This design comes from an exercise in tuning for small area and a short achievable clock period on the open sky130 flow, not from production work.
Only simulation tests tie the RTL to the original design; equivalence was not proved.

**config.mk**
```make
export PLATFORM = sky130hd
export DESIGN_NAME = convPoolLayer
export DESIGN_NICKNAME = convPoolLayer
export VERILOG_FILES = /design/flow/design.v
export SDC_FILE = /design/flow/constraint.sdc
export NUM_CORES = 4
export LEC_CHECK = 0
export CAP_MARGIN = 20
export CORE_MARGIN = 2
export CORE_UTILIZATION = 40
export SLEW_MARGIN = 20
```
**constraint.sdc**
```tcl
create_clock -name core_clock -period 6.5 [get_ports {clock}]
set_input_delay 1.3000 -clock core_clock [delete_from_list [all_inputs] [get_ports {clock}]]
set_output_delay 1.3000 -clock core_clock [all_outputs]
set_load 0.01 [all_outputs]
```
**design.v**
```verilog
package cnnPkg;
    localparam int imgSize  = 8;
    localparam int kerSize  = 3;
    localparam int convSize = imgSize - kerSize + 1;
    localparam int poolSize = convSize / 2;
    localparam int numTaps  = kerSize * kerSize;
    localparam int pixW  = 8;
    localparam int wgtW  = 8;
    localparam int prodW = pixW + wgtW;
    localparam int accW  = 20;
    localparam int imgCoordW  = $clog2(imgSize);
    localparam int convCoordW = $clog2(convSize);
    localparam int poolCoordW = $clog2(poolSize);
    localparam int tapIdxW    = 4;
    typedef logic signed [pixW-1:0]  pixelT;
    typedef logic signed [wgtW-1:0]  weightT;
    typedef logic signed [prodW-1:0] prodT;
    typedef logic signed [accW-1:0]  accT;
    typedef logic [tapIdxW-1:0]      tapIdxT;
    localparam tapIdxT biasIdx = tapIdxT'(numTaps);
    typedef struct packed {
        tapIdxT addr;
        weightT data;
    } coefWriteT;
    typedef struct packed {
        weightT [numTaps-1:0] taps;
        weightT               bias;
    } coefSetT;
    typedef struct packed {
        pixelT [numTaps-1:0]   pix;
        logic [convCoordW-1:0] row;
        logic [convCoordW-1:0] col;
    } windowT;
    typedef struct packed {
        accT                   value;
        logic [convCoordW-1:0] row;
        logic [convCoordW-1:0] col;
    } convSampleT;
    typedef struct packed {
        accT                   value;
        logic [poolCoordW-1:0] row;
        logic [poolCoordW-1:0] col;
    } poolSampleT;
endpackage
`timescale 1ns/1ps
module kernelRegs (
    input  logic              clock,
    input  logic              rstN,
    input  logic              coefValid,
    input  cnnPkg::coefWriteT coefWr,
    output cnnPkg::coefSetT   coefs
);
    always_ff @(posedge clock or negedge rstN) begin
        if (!rstN) begin
            coefs <= '0;
        end else if (coefValid) begin
            for (int i = 0; i < cnnPkg::numTaps; i++) begin
                if (coefWr.addr == cnnPkg::tapIdxT'(i)) begin
                    coefs.taps[i] <= coefWr.data;
                end
            end
            if (coefWr.addr == cnnPkg::biasIdx) begin
                coefs.bias <= coefWr.data;
            end
        end
    end
endmodule
`timescale 1ns/1ps
module windowBuffer (
    input  logic           clock,
    input  logic           rstN,
    input  logic           pixValid,
    input  cnnPkg::pixelT  pixData,
    output logic           winValid,
    output cnnPkg::windowT win
);
    logic [cnnPkg::imgCoordW-1:0] rowCnt;
    logic [cnnPkg::imgCoordW-1:0] colCnt;
    logic                         fullWindow;
    cnnPkg::pixelT lineTop [cnnPkg::imgSize];
    cnnPkg::pixelT lineMid [cnnPkg::imgSize];
    cnnPkg::pixelT newCol [cnnPkg::kerSize];
    assign fullWindow = (rowCnt >= cnnPkg::kerSize - 1) && (colCnt >= cnnPkg::kerSize - 1);
    always_comb begin
        newCol[0] = lineTop[colCnt];
        newCol[1] = lineMid[colCnt];
        newCol[2] = pixData;
    end
    always_ff @(posedge clock or negedge rstN) begin
        if (!rstN) begin
            rowCnt   <= '0;
            colCnt   <= '0;
            winValid <= 1'b0;
        end else begin
            winValid <= pixValid && fullWindow;
            if (pixValid) begin
                if (colCnt == cnnPkg::imgCoordW'(cnnPkg::imgSize - 1)) begin
                    colCnt <= '0;
                    if (rowCnt == cnnPkg::imgCoordW'(cnnPkg::imgSize - 1)) begin
                        rowCnt <= '0;
                    end else begin
                        rowCnt <= rowCnt + 1'b1;
                    end
                end else begin
                    colCnt <= colCnt + 1'b1;
                end
            end
        end
    end
    always_ff @(posedge clock) begin
        if (pixValid) begin
            lineTop[colCnt] <= lineMid[colCnt];
            lineMid[colCnt] <= pixData;
            for (int kr = 0; kr < cnnPkg::kerSize; kr++) begin
                for (int kc = 0; kc < cnnPkg::kerSize - 1; kc++) begin
                    win.pix[kr*cnnPkg::kerSize+kc] <= win.pix[kr*cnnPkg::kerSize+kc+1];
                end
                win.pix[kr*cnnPkg::kerSize+cnnPkg::kerSize-1] <= newCol[kr];
            end
            win.row <= cnnPkg::convCoordW'(rowCnt - cnnPkg::imgCoordW'(cnnPkg::kerSize - 1));
            win.col <= cnnPkg::convCoordW'(colCnt - cnnPkg::imgCoordW'(cnnPkg::kerSize - 1));
        end
    end
endmodule
`timescale 1ns/1ps
module convMac (
    input  logic               clock,
    input  logic               rstN,
    input  logic               winValid,
    input  cnnPkg::windowT     win,
    input  cnnPkg::coefSetT    coefs,
    output logic               convValid,
    output cnnPkg::convSampleT conv
);
    cnnPkg::prodT                  prodReg [cnnPkg::numTaps];
    logic                          stageValid;
    logic [cnnPkg::convCoordW-1:0] stageRow;
    logic [cnnPkg::convCoordW-1:0] stageCol;
    cnnPkg::accT                   sumComb;
    always_comb begin
        sumComb = cnnPkg::accT'(coefs.bias);
        for (int i = 0; i < cnnPkg::numTaps; i++) begin
            sumComb = sumComb + cnnPkg::accT'(prodReg[i]);
        end
    end
    always_ff @(posedge clock or negedge rstN) begin
        if (!rstN) begin
            stageValid <= 1'b0;
            convValid  <= 1'b0;
        end else begin
            stageValid <= winValid;
            convValid  <= stageValid;
        end
    end
    always_ff @(posedge clock) begin
        if (winValid) begin
            for (int i = 0; i < cnnPkg::numTaps; i++) begin
                prodReg[i] <= cnnPkg::prodT'(win.pix[i]) * cnnPkg::prodT'(coefs.taps[i]);
            end
            stageRow <= win.row;
            stageCol <= win.col;
        end
        if (stageValid) begin
            conv.value <= sumComb;
            conv.row   <= stageRow;
            conv.col   <= stageCol;
        end
    end
endmodule
`timescale 1ns/1ps
module maxPool (
    input  logic               clock,
    input  logic               rstN,
    input  logic               convValid,
    input  cnnPkg::convSampleT conv,
    output logic               poolValid,
    output cnnPkg::poolSampleT poolOut
);
    cnnPkg::accT hMax;
    cnnPkg::accT partial [cnnPkg::poolSize];
    cnnPkg::accT                   pairMax;
    cnnPkg::accT                   quadMax;
    logic [cnnPkg::poolCoordW-1:0] poolCol;
    logic [cnnPkg::poolCoordW-1:0] poolRow;
    logic                          colOdd;
    logic                          rowOdd;
    assign colOdd  = conv.col[0];
    assign rowOdd  = conv.row[0];
    assign poolCol = conv.col[cnnPkg::convCoordW-1:1];
    assign poolRow = conv.row[cnnPkg::convCoordW-1:1];
    always_comb begin
        pairMax = (conv.value > hMax) ? conv.value : hMax;
        quadMax = (partial[poolCol] > pairMax) ? partial[poolCol] : pairMax;
    end
    always_ff @(posedge clock or negedge rstN) begin
        if (!rstN) begin
            poolValid <= 1'b0;
        end else begin
            poolValid <= convValid && rowOdd && colOdd;
        end
    end
    always_ff @(posedge clock) begin
        if (convValid) begin
            if (!colOdd) begin
                hMax <= conv.value;
            end else if (!rowOdd) begin
                partial[poolCol] <= pairMax;
            end else begin
                poolOut.value <= quadMax;
                poolOut.row   <= poolRow;
                poolOut.col   <= poolCol;
            end
        end
    end
endmodule
`timescale 1ns/1ps
module convPoolLayer (
    input  logic               clock,
    input  logic               rstN,
    input  logic               pixValid,
    input  cnnPkg::pixelT      pixData,
    input  logic               coefValid,
    input  cnnPkg::coefWriteT  coefWr,
    output logic               poolValid,
    output cnnPkg::poolSampleT poolOut
);
    cnnPkg::coefSetT    coefs;
    logic               winValid;
    cnnPkg::windowT     win;
    logic               convValid;
    cnnPkg::convSampleT conv;
    kernelRegs uKernelRegs (
        .clock     (clock),
        .rstN      (rstN),
        .coefValid (coefValid),
        .coefWr    (coefWr),
        .coefs     (coefs)
    );
    windowBuffer uWindowBuffer (
        .clock    (clock),
        .rstN     (rstN),
        .pixValid (pixValid),
        .pixData  (pixData),
        .winValid (winValid),
        .win      (win)
    );
    convMac uConvMac (
        .clock     (clock),
        .rstN      (rstN),
        .winValid  (winValid),
        .win       (win),
        .coefs     (coefs),
        .convValid (convValid),
        .conv      (conv)
    );
    maxPool uMaxPool (
        .clock     (clock),
        .rstN      (rstN),
        .convValid (convValid),
        .conv      (conv),
        .poolValid (poolValid),
        .poolOut   (poolOut)
    );
endmodule
```
**run.sh**
```bash
#!/bin/bash
# synth_recipe.tcl (not shown) runs the flow's synth.tcl, then flattens the netlist and writes it again
# the make line also repeats each setting of config.mk as NAME=value (left out here)
make -C /OpenROAD-flow-scripts/flow DESIGN_CONFIG=/design/flow/config.mk WORK_HOME=/design/flow/orfs CLKGATE_MAP_FILE= SYNTH_SCRIPT=/design/flow/synth_recipe.tcl finish
```
==> summary.txt <==
Floorplan
  • Io pins: approximately 50
  • Die Y: 351 um
  • Die width: 351 um
  • Number of cell rows: 127
  • CORE AREA: 119000 sq um
  • Die footprint: 123000 sq um
  • Initial Utilization: 40.2%

Yosys
  • Adder-cell share of the synthesized area: 34.8%
  • Part of the Yosys area used for sequential elements: 35.2%
  • Synthesized netlist cell count: 4108
  • Complex-gate fraction of the synthesized area: 4.67%
  • Mean area per synthesized cell: 11.7 sq um
  • Flip-flop and latch count after synthesis: 578
  • Async set-or-reset flop fraction in the synthesized netlist: about 16%
  • EDFF count, synth: just under 500
  • Yosys warning total: 6
  • Top post-synthesis cells by area: edfxtp_1 30%, fa_1 26%, ha_1 9.1%
  • Post-synthesis mux area share: roughly 4.4%
  • Summed instance area of the synthesized netlist: between 40000 and 50000 sq um
  • Count of distinct cell types in the synthesized netlist: 64
  • Main synth FF type: edfxtp_1
  • Simple-gate portion of the synthesized area: a little over a tenth
  • Number of nets produced by synthesis: 5097
  • Proportion of netlist area held by the largest area contributor: 30.4%
  • Cell accounting for the most synthesized area: edfxtp_1
  • XOR/XNOR Fraction of Synth Area: 2.97%
  • Largest family of logic cells by synthesized area: adder cells

Worst setup path
  • Required time of the critical path: 6.89 ns
  • CP Capture Type: register
  • Critical path data arrival time: between 6 and 7 ns
  • Crit path top cell by count: fa_1
  • Kind of launch point of the worst setup path: register
  • Largest delay share family, worst path: adder cells
  • Maximum fanout along the worst path: 5
  • Worst setup path class: reg -> reg
  • Slowest stage cell, crit path: fa_1
  • Slowest cell delay on critical path: 0.53 ns
  • Buffers plus inverters on the worst setup path: 6

Routing
  • Antenna-violating nets left: 0
  • Drt first-iter violations: around 1.7k
  • Drt via density: 4.92
  • Number of search-and-repair iterations in the first detailed-routing pass: 6
  • Mean routed wirelength per cell: 18.6 um
  • Total length of routed wires: 109000 um
  • DRC Markers: 0
  • Overall via count from detail_route: 28.8k

Clocking
  • TritonCTS clock tree: yes
  • Clock root buffer master: clkbuf_16
  • Deepest level of the CTS H-tree: 3
  • CTS max path bufs: 3
  • Clk pin slew, worst setup/hold paths: around 0.06 ns
  • Clock sinks: a little under 600
  • Number of CTS-inserted buffers: 68
  • Clock insertion delay at the later pin of the skew report: 0.65 ns
  • Hold buffers post-CTS: 0

STA
  • Smallest setup slack after layout: 0.357 ns
  • Peak Freq: between 0.15 and 0.2 GHz
  • Post-route clock skew: 0.0634 ns
  • Final max-slew violation count: 0
  • Final sum of negative setup slack: 0 ns
  • Final period utilization: 94.5%
  • RSZ-0062 raised after global routing: no
  • Transition time at the pin with the least slew margin: roughly 1 ns
  • Max-slew headroom at the worst pin: 31.9%
  • Final setup violation count: 0
  • Minimum clock period after layout: 6.14 ns
  • Final hold vios: 0

Layout
  • Layout overhead on the synthesized area: 10.2%
  • Ratio of cells with drive above 1 in the final layout: 6.91%
  • Final instance area: 52900 sq um
  • Area occupied by registers: between 15000 and 20000 sq um
  • Post-Layout Cell Count: a little under 6k
  • Fill cell instance count of the final layout: approximately 11k
  • Highest-count cells in the layout ignoring fill and taps: 862 x inv_1, 617 x fa_1, 486 x edfxtp_1, 344 x and2_1, 343 x ha_1
  • Final nets: 5177
  • Multi-input gate area: 27800 sq um
  • Most common library cell in the layout ignoring fill and taps: inv_1

Worst hold path
  • Worst min-delay path class: reg -> reg

Global route
  • Largest net degree at the start of global routing: 80
  • GR Overflow Total: 0
  • First-pass GRT wire length: ~170000 um
  • Highest-utilization routing layer at the global route stage: met2
  • GR Util met2: 31.2%
  • Initial antenna violation count: 7
  • Met3 demand-to-capacity share in global routing: under 10%
  • Met1 Track Usage GR: 25.3%
  • Via count of the first global-routing pass: approximately 30k
  • Overall routing resource usage: 18.5%

Place
  • Setup slack after placement: 0.139 ns
  • Post-detailed-placement half-perimeter wirelength: 83800 um
  • Placed Area: 50400 sq um
  • Count of input and output buffers: 48
  • Final weighted congestion of routability-driven global placement: 0.955
  • Number of cells in the design after placement: 5728

Status
  • Outcome: no timing/DRC/antenna violations

Run
  • Number of max-cap violations: 0
-- worst register-to-register path, stage by stage (launching register included) --
cell and delay [ns]:
dfrtp_1 0.32, inv_1 0.06, fa_1 0.53, inv_1 0.04, ha_1 0.20, inv_1 0.09
fa_1 0.21, nor2b_1 0.07, o31a_1 0.32, o41ai_2 0.22, buf_4 0.18, o221ai_2 0.11
a31o_2 0.25, a21oi_1 0.18, xnor2_1 0.11, fa_1 0.48, inv_1 0.05, fa_1 0.46
fa_1 0.49, inv_1 0.05, fa_1 0.48, ha_2 0.30, a21o_1 0.17, a21o_1 0.17
a21oi_1 0.13, o21ai_1 0.09, xnor2_1 0.13
-- flip-flops by register name, indices dropped and copies added, names as in the netlist, 20 cells and up, named ones only --
register               cells
uWindowBuffer.win         78
uKernelRegs.coefs         80
uWindowBuffer.lineTop     64
uMaxPool.hMax             20
uMaxPool.partial          60
uConvMac.conv             26
uConvMac.prodReg         144
uMaxPool.poolOut          24
uWindowBuffer.lineMid     64
-- routing by layer --
metal  vias to the layer above  share of wire [%]  routed length, um
met3                       127                3.9               4230
met2                       529                 49              52800
met5                         -                  0                  0
met4                         0                2.3               2520
li1                      13436                  -                  -
met1                     14719                 45              49200
-- Yosys cell counts (all sizes together) (7+ instances only) --
master / instances
a211oi: 15
a21boi: 15
a21o: 18
a21oi: 93
a31oi: 31
and2: 344
and3: 19
buf: 20
clkbuf: 47
dfrtp: 90
edfxtp: 486
fa: 617
ha: 348
inv: 862
mux2: 81
mux2i: 46
mux4: 32
nand2: 294
nand2b: 71
nand3: 16
nand4: 17
nor2: 79
nor2b: 30
nor3: 36
nor3b: 7
nor4: 29
o21a: 35
o21ai: 67
o221ai: 20
or3: 10
or4: 10
xnor2: 141
xor2: 22
-- per-stage QoR --
step / hold slack, ns / util [%]
floorplan: 0.400 / -
global placement: 0.411 / 42.2
detailed placement: 0.409 / 42.2
CTS: 0.419 / 44.2
global route: 0.420 / 44.3
finish: 0.418 / 44.3
-- cell families after synthesis --
logic type / after synthesis
simple gates: 977
fa+ha+maj: 965
buf+inv: 930
flops: 578
compound gates: 336
xor+xnor: 163
mux: 159
-- timing repair --
| action | 4_1_cts | 5_1_grt |
|---|---|---|
| endpoints found under the hold margin | 0 | 0 |
| gates resized for setup | 0 | 15 |
| endpoints found under the setup margin | 0 | 5 |
| buffers inserted | 0 | 1 |
-- path summary, 6_finish.rpt --
kind / startpoint / end / slack, ns / depth (start not counted)
worst max-delay path: uKernelRegs.coefs[1] / uConvMac.conv[24] / 0.36 / 26
worst min-delay path: uWindowBuffer.win[5] / uConvMac.stageRow[2] / 0.42 / 0
worst max register to register: uKernelRegs.coefs[1] / uConvMac.conv[24] / 0.36 / 26
worst min register to register: uWindowBuffer.win[5] / uConvMac.stageRow[2] / 0.42 / 0
max in group asynchronous: rstN / uKernelRegs.coefs[21] / 4.56 / 2
min in group asynchronous: rstN / uKernelRegs.coefs[49] / 0.74 / 1
-- area by class of cell --
| class | count | area share (%) |
|---|---|---|
| well taps | 1612 | 3.81 |
| inverters | 863 | 6.12 |
| multi-input cells | 2600 | 52.4 |
| clock inverters | 41 | 1.04 |
| repair buffers | 77 | 1.31 |
| clock buffers | 84 | 3.35 |
| diodes | 3 | 0.0142 |
| flip-flops and latches | 578 | 31.9 |

==> re-timing with driven ports <==
How much do the figures lean on ideal ports? The routed layout below was timed once more, with nothing changed but the port constraints. Step 1 assumes that a clkbuf_16 drives the clock port and a buf_2 every other input. Step 2 also shifts input and output timing later by t, the mid clock arrival at the registers, as if the neighbouring blocks saw the same clock. Three values: no drivers, after step 1, after step 2; two values: the first two.
shift t [ns]: 0.692
slack for setup (ns): 0.357 / 0.357 / 0.357
hold WS [ns]: 0.418 / 0.418 / 0.418
worst setup path at the end: register to register
After both steps setup and hold are still met in this run. The setup slack of this run moves by 0.000 ns with the drivers and by 0.000 ns with both steps.
